This design comes from an exercise in tuning for small area, a short achievable clock period and few clock cycles per item on the open sky130 flow, not from production work.
RTL that was checked went through simulation tests only; none was proved equivalent to the original.
Power is estimated from default activity; no workload was simulated.

==> run D <==
// pn_eval
module pn_eval #(
  parameter int DATA_W = 3,
  parameter int OUT_W = 64,
  parameter int MAX_LEN = 20
) (
  input  logic              clk,
  input  logic              rst,
  input  logic              in_valid,
  input  logic [DATA_W-1:0] in,
  input  logic              operator,
  input  logic              mode,
  output logic              out_valid,
  output logic [OUT_W-1:0]  out,
  output logic              err
);
  localparam int VD = 9;    
  localparam int PD = 9;    
  localparam int BD = 8;    
  localparam int DW = 30;
  function automatic integer vw(input integer j);
    case (j)
      0: vw = 30;   
      1: vw = 24;
      2: vw = 21;
      3: vw = 18;
      4: vw = 16;
      5: vw = 13;
      6: vw = 10;
      7: vw = 7;
      default: vw = 4;
    endcase
  endfunction
  logic active_q, ended_q, ov_q, err_q, errA_q, errF_q, mode_q;
  logic in_iv_q, in_op_q, in_first_q;
  logic [2:0] in_v_q;
  logic [4:0] cnt_q, lvl_q;
  logic [3:0] wp_q, rp_q;
  logic [BD-1:0][3:0] buf_q;
  logic first, a_err, fe;
  logic [4:0] a_lvl, a_cnt, n_lvl, n_cnt;
  assign first = in_valid & ~active_q;
  always_comb begin
    a_lvl = in_first_q ? (mode_q ? 5'd0 : 5'd1) : lvl_q;
    a_cnt = in_first_q ? 5'd0 : cnt_q;
    a_err = in_first_q ? 1'b0 : errA_q;
    n_lvl = a_lvl;
    n_cnt = a_cnt;
    if (in_iv_q) begin
      if (a_cnt == 5'd20) a_err = 1'b1;
      n_cnt = a_cnt == 5'd20 ? a_cnt : a_cnt + 5'd1;
      if (in_op_q) begin
        if (in_v_q[1:0] == pn_eval_pkg::OP_RSV) a_err = 1'b1;
        if (mode_q) begin
          if (a_lvl < 5'd2) a_err = 1'b1;
          n_lvl = a_lvl - 5'd1;
        end else begin
          if (a_lvl == 5'd0) a_err = 1'b1;
          n_lvl = a_lvl + 5'd1;
        end
      end else begin
        if (mode_q) n_lvl = a_lvl + 5'd1;
        else begin
          if (a_lvl == 5'd0) a_err = 1'b1;
          n_lvl = a_lvl - 5'd1;
        end
      end
      if (mode_q) begin
        if ({1'b0, a_cnt} + {1'b0, n_lvl} > 6'd20) a_err = 1'b1;
      end else begin
        if ({1'b0, a_cnt} + {1'b0, n_lvl} > 6'd19) a_err = 1'b1;
      end
    end
  ...
clock: 16.0 ns
lec_check: 0
cap_margin: 20
core_margin: 2
core_utilization: 40
setup_slack_margin: 1.0
slew_margin: 20
standard.sh (not shown) runs the stock make flow with config.mk's settings and CLKGATE_MAP_FILE= SYNTH_SCRIPT=/design/flow/synth_recipe.tcl, a recipe that flattens the netlist after the stock synthesis.
==> flow/flow/run.sh <==
#!/bin/bash
# Standard ORFS layout (the standard.sh, unchanged synthesis, floorplan, power grid and
# routing), with repair_timing asked to keep a larger setup margin than the 16 ns clock needs,
# so that it sizes and buffers the design for speed. Each step's full log stays in orfs/logs.
set -euo pipefail
bash standard.sh SETUP_SLACK_MARGIN=11.5 finish > standard_flow.log 2>&1
==> run M: changes against run D <==
==> flow/run.sh (new file) <==
#!/bin/bash
# synth_recipe.tcl (not shown) runs the flow's synth.tcl, then flattens the netlist and writes it again
# the make line also repeats each setting of config.mk as NAME=value (left out here)
make -C /OpenROAD-flow-scripts/flow DESIGN_CONFIG=/design/flow/config.mk WORK_HOME=/design/flow/orfs CLKGATE_MAP_FILE= SYNTH_SCRIPT=/design/flow/synth_recipe.tcl finish
removed: flow/flow/run.sh
removed: flow/standard.sh
==> run R: changes against run D <==
==> flow/design.v (replaced) <==
package pn_eval_pkg;
  localparam logic [1:0] OP_ADD = 2'b00;
  localparam logic [1:0] OP_SUB = 2'b01;
  localparam logic [1:0] OP_MUL = 2'b10;
  localparam logic [1:0] OP_RSV = 2'b11;
endpackage
module pn_alu #(
  parameter int DW = 30
) (
  input  logic [DW-1:0] x,
  input  logic [DW-1:0] m,
  input  logic [5:0]    bd,    
  input  logic          zsel,
  input  logic [DW-1:0] z,
  input  logic          zc,
  output logic [DW-1:0] res
);
  logic [DW-1:0] pp0, pp1, row1, s, c, cv;
  logic [DW:0] sum;
  always_comb begin
    pp0 = (({DW{bd[0]}} & m) | ({DW{bd[1]}} & {m[DW-2:0], 1'b0})) ^ {DW{bd[2]}};
    pp1 = (({DW{bd[3]}} & m) | ({DW{bd[4]}} & {m[DW-2:0], 1'b0})) ^ {DW{bd[5]}};
    row1 = zsel ? z : {pp1[DW-3:0], bd[5], bd[5]};
    s = x ^ pp0 ^ row1;
    c = (x & pp0) | (x & row1) | (pp0 & row1);
    cv = {c[DW-2:0], bd[2]};
    sum = {s, 1'b1} + {cv, zsel ? zc : bd[5]};
    res = sum[DW:1];
  end
endmodule
module pn_booth (
  input  logic [4:0] w,
  output logic [5:0] bd
);
  always_comb begin
    bd[0] = w[1] ^ w[0];
    bd[1] = (w[2] & ~w[1] & ~w[0]) | (~w[2] & w[1] & w[0]);
    bd[2] = w[2];
    bd[3] = w[3] ^ w[2];
    bd[4] = (w[4] & ~w[3] & ~w[2]) | (~w[4] & w[3] & w[2]);
    bd[5] = w[4];
  end
endmodule
module pn_eval #(
  parameter int DATA_W = 3,
  parameter int OUT_W = 64,
  parameter int MAX_LEN = 20
) (
  input  logic              clk,
  input  logic              rst,
  input  logic              in_valid,
  input  logic [DATA_W-1:0] in,
  input  logic              operator,
  input  logic              mode,
  output logic              out_valid,
  output logic [OUT_W-1:0]  out,
  output logic              err
);
  localparam int VD = 9;    
  localparam int PD = 9;    
  localparam int BD = 8;    
  localparam int DW = 30;
  function automatic integer vw(input integer j);
    case (j)
      0: vw = 30;   
      1: vw = 24;
      2: vw = 21;
      3: vw = 18;
      4: vw = 16;
      5: vw = 13;
      6: vw = 10;
      7: vw = 7;
      default: vw = 4;
    endcase
  endfunction
  logic active_q, ended_q, ov_q, err_q, errA_q, errF_q, mode_q;
  logic in_iv_q, in_op_q, in_first_q;
  logic [2:0] in_v_q;
  logic [4:0] cnt_q, lvl_q;
  logic [3:0] wp_q, rp_q;
  logic [BD-1:0][3:0] buf_q;
  logic first, a_err, fe;
  logic [4:0] a_lvl, a_cnt, n_lvl, n_cnt;
  assign first = in_valid & ~active_q;
  always_comb begin
    a_lvl = in_first_q ? (mode_q ? 5'd0 : 5'd1) : lvl_q;
    a_cnt = in_first_q ? 5'd0 : cnt_q;
    a_err = in_first_q ? 1'b0 : errA_q;
    n_lvl = a_lvl;
    n_cnt = a_cnt;
    if (in_iv_q) begin
      if (a_cnt == 5'd20) a_err = 1'b1;
      n_cnt = a_cnt == 5'd20 ? a_cnt : a_cnt + 5'd1;
      if (in_op_q) begin
        if (in_v_q[1:0] == pn_eval_pkg::OP_RSV) a_err = 1'b1;
        if (mode_q) begin
          if (a_lvl < 5'd2) a_err = 1'b1;
          n_lvl = a_lvl - 5'd1;
        end else begin
          if (a_lvl == 5'd0) a_err = 1'b1;
          n_lvl = a_lvl + 5'd1;
        end
      end else begin
        if (mode_q) n_lvl = a_lvl + 5'd1;
        else begin
          if (a_lvl == 5'd0) a_err = 1'b1;
          n_lvl = a_lvl - 5'd1;
        end
      end
      if (mode_q) begin
        if ({1'b0, a_cnt} + {1'b0, n_lvl} > 6'd20) a_err = 1'b1;
      end else begin
        if ({1'b0, a_cnt} + {1'b0, n_lvl} > 6'd19) a_err = 1'b1;
      end
    end
    fe = a_err | (mode_q ? n_lvl != 5'd1 : n_lvl != 5'd0);
  end
  logic ctv_q, ct_op_q;
  logic [2:0] ct_v_q;
  logic [DW-1:0] r_q;
  logic rv_q;
  logic [VD-1:0][DW-1:0] v_q;    
  logic [PD-1:0] pv_q, pl_q;    
  logic [PD-1:0][1:0] po_q;
  logic pend_q, mb_q;
  logic [16:0] q_q;
  logic xt_q, xr_q, mt_q, wt_q, zs_q, zc_q;
  logic [5:0] bd_q;
  logic [DW-1:0] t, x, m, z, res;
  logic [5:0] bd_d;
  logic [DW-1:0] r_d;
  logic rv_d;
  logic [VD-1:0][DW-1:0] v_d;
  logic [PD-1:0] pv_d, pl_d;
  logic [PD-1:0][1:0] po_d;
  logic pend_d, mb_d, ctv_d, ct_op_d, mode_d;
  logic [2:0] ct_v_d;
  logic [16:0] q_d;
  logic xt_d, xr_d, mt_d, wt_d, zs_d, zc_d, t4_d;
  logic consume, load, avail, clr, fin_a, fin_b, fin_err;
  assign t = v_q[0];
  for (genvar i = 0; i < PD; i++) begin : g_pv
    assign pv_q[i] = po_q[i] != 2'b11;
    assign pv_d[i] = po_d[i] != 2'b11;
  end
  always_comb begin
    x = ({DW{xt_q}} & t) | ({DW{xr_q}} & r_q);
    m = mt_q ? t : r_q;
    z = {{(DW-3){zc_q}}, ct_v_q ^ {3{zc_q}}};
  end
  pn_alu #(.DW(DW)) u_alu (.x(x), .m(m), .bd(bd_q), .zsel(zs_q), .z(z), .zc(zc_q), .res(res));
  pn_booth u_bq (.w(q_d[4:0]), .bd(bq));
  pn_booth u_bt (.w({v_d[0][3:0], 1'b0}), .bd(bt));
  pn_booth u_br (.w({r_d[3:0], 1'b0}), .bd(br));
  logic a_step, a_tr, a_rv, a_fuse, a_ppush, a_fpush, a_lpush;
  logic [1:0] a_op;
  logic fz, sg, xt_p, mt_p, wt_p;
  logic [5:0] bq, bt, br, bm, bd_p, bpv;
  localparam logic [5:0] BD_ADD = 6'b000001;    
  localparam logic [5:0] BD_SUB = 6'b100101;    
  logic [3:0] rp_n;
  assign a_step = mb_q;
  assign a_tr = ~mb_q & (pend_q | (ctv_q & mode_q & ct_op_q));
  assign a_rv = ~mb_q & ~pend_q & ctv_q & ~mode_q & ~ct_op_q & pv_q[0] & pl_q[0];
  assign a_fuse = a_rv & pv_q[1] & pl_q[1] & ~po_q[1][1];
  assign a_ppush = ~mb_q & ~pend_q & ctv_q & mode_q & ~ct_op_q;
  assign a_fpush = ~mb_q & ~pend_q & ctv_q & ~mode_q & ct_op_q;
  assign a_lpush = ~mb_q & ~pend_q & ctv_q & ~mode_q & ~ct_op_q & ~(pv_q[0] & pl_q[0]);
  assign a_op = (~pend_q & mode_q) ? ct_v_q[1:0] : po_q[0];
  always_comb begin
    logic fr4, fq, swapq, single, mul;
    logic pop_v, push_v, land, land2, idle_next;
    mul = a_op == pn_eval_pkg::OP_MUL;
    fr4 = r_q[DW-1:3] == '0 || r_q[DW-1:3] == '1;
    single = wt_q | fr4;
    swapq = ((t[DW-1:7] == '0 || t[DW-1:7] == '1) && !(r_q[DW-1:7] == '0 || r_q[DW-1:7] == '1)) ||
            ((t[DW-1:11] == '0 || t[DW-1:11] == '1) && !(r_q[DW-1:11] == '0 || r_q[DW-1:11] == '1)) ||
            ((t[DW-1:15] == '0 || t[DW-1:15] == '1) && !(r_q[DW-1:15] == '0 || r_q[DW-1:15] == '1));
    fq = q_q[16:4] == '0 || q_q[16:4] == '1;
    r_d = r_q;
    rv_d = rv_q;
    v_d = v_q;
    pl_d = pl_q;
    po_d = po_q;
    pend_d = pend_q;
    mb_d = mb_q;
    q_d = q_q;
    consume = ctv_q & ~mb_q & ~pend_q;
    pop_v = 1'b0;
    push_v = 1'b0;
    land = 1'b0;
    land2 = 1'b0;
    if (a_step) begin
      r_d = res;
      v_d[0] = {t[DW-5:0], 4'b0};
      q_d = {{4{q_q[16]}}, q_q[16:4]};
      if (fq) begin
        mb_d = 1'b0;
        pop_v = 1'b1;
        if (!mode_q) land = 1'b1;
      end
    end
    if (a_tr) begin
      if (!mul || single) begin
        r_d = res;
        pop_v = 1'b1;
        if (pend_q) land = 1'b1;
      end else begin
        r_d = '0;
        mb_d = 1'b1;
        q_d = swapq ? {t[15:0], 1'b0} : {r_q[15:0], 1'b0};
        v_d[0] = swapq ? r_q : t;
      end
    end
    if (a_rv) begin
      r_d = res;
      if (a_fuse) begin
        land2 = 1'b1;
        pop_v = 1'b1;
      end else land = 1'b1;
    end
    if (a_ppush | a_lpush) begin
      push_v = rv_q & (mode_q | pv_q[0]);
      r_d = {{(DW-3){1'b0}}, ct_v_q};
      rv_d = 1'b1;
      if (!mode_q) pl_d[0] = 1'b1;
    end
    if (a_fpush) begin
      for (int i = PD - 1; i > 0; i--) begin
        pl_d[i] = pl_q[i-1];
        po_d[i] = po_q[i-1];
      end
      pl_d[0] = 1'b0;
      po_d[0] = ct_v_q[1:0];
    end
    if (pop_v) begin
      for (int i = 0; i < VD - 1; i++) begin
        v_d[i] = v_q[i+1];
      end
    end
    if (push_v) begin
      for (int i = VD - 1; i > 0; i--) begin
        v_d[i] = v_q[i-1];
      end
      v_d[0] = r_q;
    end
    if (land) begin
      for (int i = 0; i < PD - 1; i++) begin
        pl_d[i] = pl_q[i+1];
        po_d[i] = po_q[i+1];
      end
      po_d[PD-1] = 2'b11;
      pl_d[PD-1] = 1'b0;
      pend_d = pv_q[1] & pl_q[1];
      pl_d[0] = pv_q[1];
    end
    if (land2) begin
      for (int i = 0; i < PD - 2; i++) begin
        pl_d[i] = pl_q[i+2];
        po_d[i] = po_q[i+2];
      end
      po_d[PD-1] = 2'b11;
      pl_d[PD-1] = 1'b0;
      po_d[PD-2] = 2'b11;
      pl_d[PD-2] = 1'b0;
      pend_d = pv_q[2] & pl_q[2];
      pl_d[0] = pv_q[2];
    end
    avail = rp_q != wp_q || in_valid;
    load = (~ctv_q | consume) & avail;
    ctv_d = load | (ctv_q & ~consume);
    if (~ctv_q | consume) {ct_op_d, ct_v_d} = rp_q != wp_q ? buf_q[rp_q[2:0]] : {operator, in};
    else {ct_op_d, ct_v_d} = {ct_op_q, ct_v_q};
    rp_n = rp_q + 4'(load);
    mode_d = first ? mode : mode_q;
    idle_next = ~(ctv_q & ~consume) & ~(rp_q != wp_q) & ~pend_d & ~mb_d;
    fin_a = active_q & ~ov_q & ~ended_q & ~fe & idle_next;   
    fin_b = active_q & ~ov_q & ended_q & ~errF_q & idle_next;
    fin_err = active_q & ~ov_q & ended_q & errF_q;
    if (fin_err) r_d = '0;
    clr = rst | ov_q;
    if (clr) begin
      ctv_d = 1'b0;
      mb_d = 1'b0;
      pend_d = 1'b0;
      po_d = '1;
      pl_d = '0;
      rv_d = 1'b0;
    end
    t4_d = v_d[0][DW-1:3] == '0 || v_d[0][DW-1:3] == '1;
    fz = pv_d[1] & pl_d[1] & ~po_d[1][1];    
    sg = fz & po_d[1][0];                     
    bm = t4_d ? bt : br;
    case (pend_d ? po_d[0] : ct_v_d[1:0])
      pn_eval_pkg::OP_MUL: {xt_p, mt_p, wt_p, bd_p} = {1'b0, ~t4_d, t4_d, bm};
      pn_eval_pkg::OP_SUB: {xt_p, mt_p, wt_p, bd_p} = {3'b100, BD_SUB};
      default: {xt_p, mt_p, wt_p, bd_p} = {3'b100, BD_ADD};
    endcase
    case ({sg, ct_v_d})
      4'b0000: bpv = 6'b000000;
      4'b0001: bpv = 6'b000001;
      4'b0010: bpv = 6'b001110;
      4'b0011: bpv = 6'b001101;
      4'b0100: bpv = 6'b001000;
      4'b0101: bpv = 6'b001001;
      4'b0110: bpv = 6'b010110;
      4'b0111: bpv = 6'b010101;
      4'b1000: bpv = 6'b000000;
      4'b1001: bpv = 6'b100101;
      4'b1010: bpv = 6'b100110;
      4'b1011: bpv = 6'b101001;
      4'b1100: bpv = 6'b101000;
      4'b1101: bpv = 6'b101101;
      4'b1110: bpv = 6'b101110;
      default: bpv = 6'b110001;
    endcase
    xr_d = mb_d;
    zs_d = 1'b0;
    zc_d = sg ^ po_d[0][0];
    if (mb_d) {xt_d, mt_d, wt_d, bd_d} = {3'b010, bq};
    else if (pend_d | mode_q) {xt_d, mt_d, wt_d, bd_d} = {xt_p, mt_p, wt_p, bd_p};
    else begin
      zs_d = po_d[0] != pn_eval_pkg::OP_MUL;
      {xt_d, mt_d, wt_d} = {fz, 2'b00};
      bd_d = po_d[0] == pn_eval_pkg::OP_MUL ? bpv : sg ? BD_SUB : BD_ADD;
    end
  end
  for (genvar j = 0; j < VD; j++) begin : g_v
    localparam int WJ = vw(j);
    logic [WJ-1:0] st_q;
    always_ff @(posedge clk) st_q <= v_d[j][WJ-1:0];
    assign v_q[j] = {{(DW-WJ){st_q[WJ-1]}}, st_q};
  end
  always_ff @(posedge clk) begin
    r_q <= r_d;
    q_q <= q_d;
    po_q <= po_d;
    {ct_op_q, ct_v_q} <= {ct_op_d, ct_v_d};
    mode_q <= mode_d;
    if (in_valid) buf_q[wp_q[2:0]] <= {operator, in};
    in_op_q <= operator;
    in_v_q <= in;
    if (in_iv_q) begin
      lvl_q <= n_lvl;
      cnt_q <= n_cnt;
    end
    err_q <= fin_err;
    {xt_q, xr_q, mt_q, wt_q, zs_q, zc_q, bd_q} <= {xt_d, xr_d, mt_d, wt_d, zs_d, zc_d, bd_d};
    ctv_q <= ctv_d;
    mb_q <= mb_d;
    pend_q <= pend_d;
    pl_q <= pl_d;
    rv_q <= rv_d;
    if (clr) begin
      active_q <= 1'b0;
      ended_q <= 1'b0;
      ov_q <= 1'b0;
      errA_q <= 1'b0;
      errF_q <= 1'b0;
      in_iv_q <= 1'b0;
      in_first_q <= 1'b0;
      wp_q <= '0;
      rp_q <= '0;
    end else begin
      active_q <= active_q | in_valid;
      if (active_q & ~ended_q & ~in_valid) begin
        ended_q <= 1'b1;
        errF_q <= fe;
      end
      ov_q <= (~in_valid & fin_a) | fin_b | fin_err;
      errA_q <= a_err;
      in_iv_q <= in_valid;
      in_first_q <= first;
      wp_q <= wp_q + 4'(in_valid);
      rp_q <= rp_n;
    end
  end
  assign out_valid = ov_q;
  assign err = err_q;
  assign out = {{(OUT_W-DW){r_q[DW-1]}}, r_q};
endmodule
==> flow/flow/run.sh (replaced) <==
#!/bin/bash
# Standard ORFS layout (the standard.sh, unchanged synthesis, floorplan, power grid and
# routing), with repair_timing asked to keep a larger setup margin than the 16 ns clock needs,
# so that it sizes and buffers the design for speed. Each step's full log stays in orfs/logs.
set -euo pipefail
bash standard.sh SETUP_SLACK_MARGIN=11.4 finish > standard_flow.log 2>&1
- CORE_UTILIZATION: 40 -> 60
==> comparison <==
In run D the utilization is higher than in run M, by 5.9 points. Against run R, the clock power of run M is larger by about 0.7%. In run R the first-iteration DRC count is smaller than in run M, by 0.69%. In die area, run M and run D do not differ. Global-route usage: run M < run D < run R. Between run M and run R, the lower synthesized cell count is in run R (gap 2.8%, measured against run R).
Testbench counts of run R, summed over its fixed seeds: cycles 4,812, items 384.
The RTL of run D and run M was laid out without a check of its function.

-- separate check: timing with driven ports --
In the flow no input, the clock included, has a driving cell. The finished layouts below were timed again as built, in two steps.
Step 1: set_driving_cell puts a clkbuf_16 on clk and a buf_2 on each other input, an assumption about the parent block.
Step 2 also shifts input and output timing later by t, the mid clock arrival at the registers, as if the neighbouring blocks saw the same clock.
Three values: ideal ports, drivers, drivers and shift; two values: the first two.
| run | shift t [ns] | setup WS [ns] | worst setup path after step 2 | slew at the worst register clock pin (ns) |
|---|---|---|---|---|
| run D | 0.575 | 11.167 / 11.167 / 10.700 | input to register | 0.06 / 0.06 |
| run M | 0.611 | 9.498 / 9.498 / 9.414 | input to register | 0.08 / 0.08 |
| run R | 0.581 | 11.430 / 11.394 / 10.926 | input to register | 0.06 / 0.06 |
After both steps every run listed still meets setup and hold. For run R, which loses most, drivers alone change the setup slack by -0.036 ns; drivers and shift together by -0.504 ns.
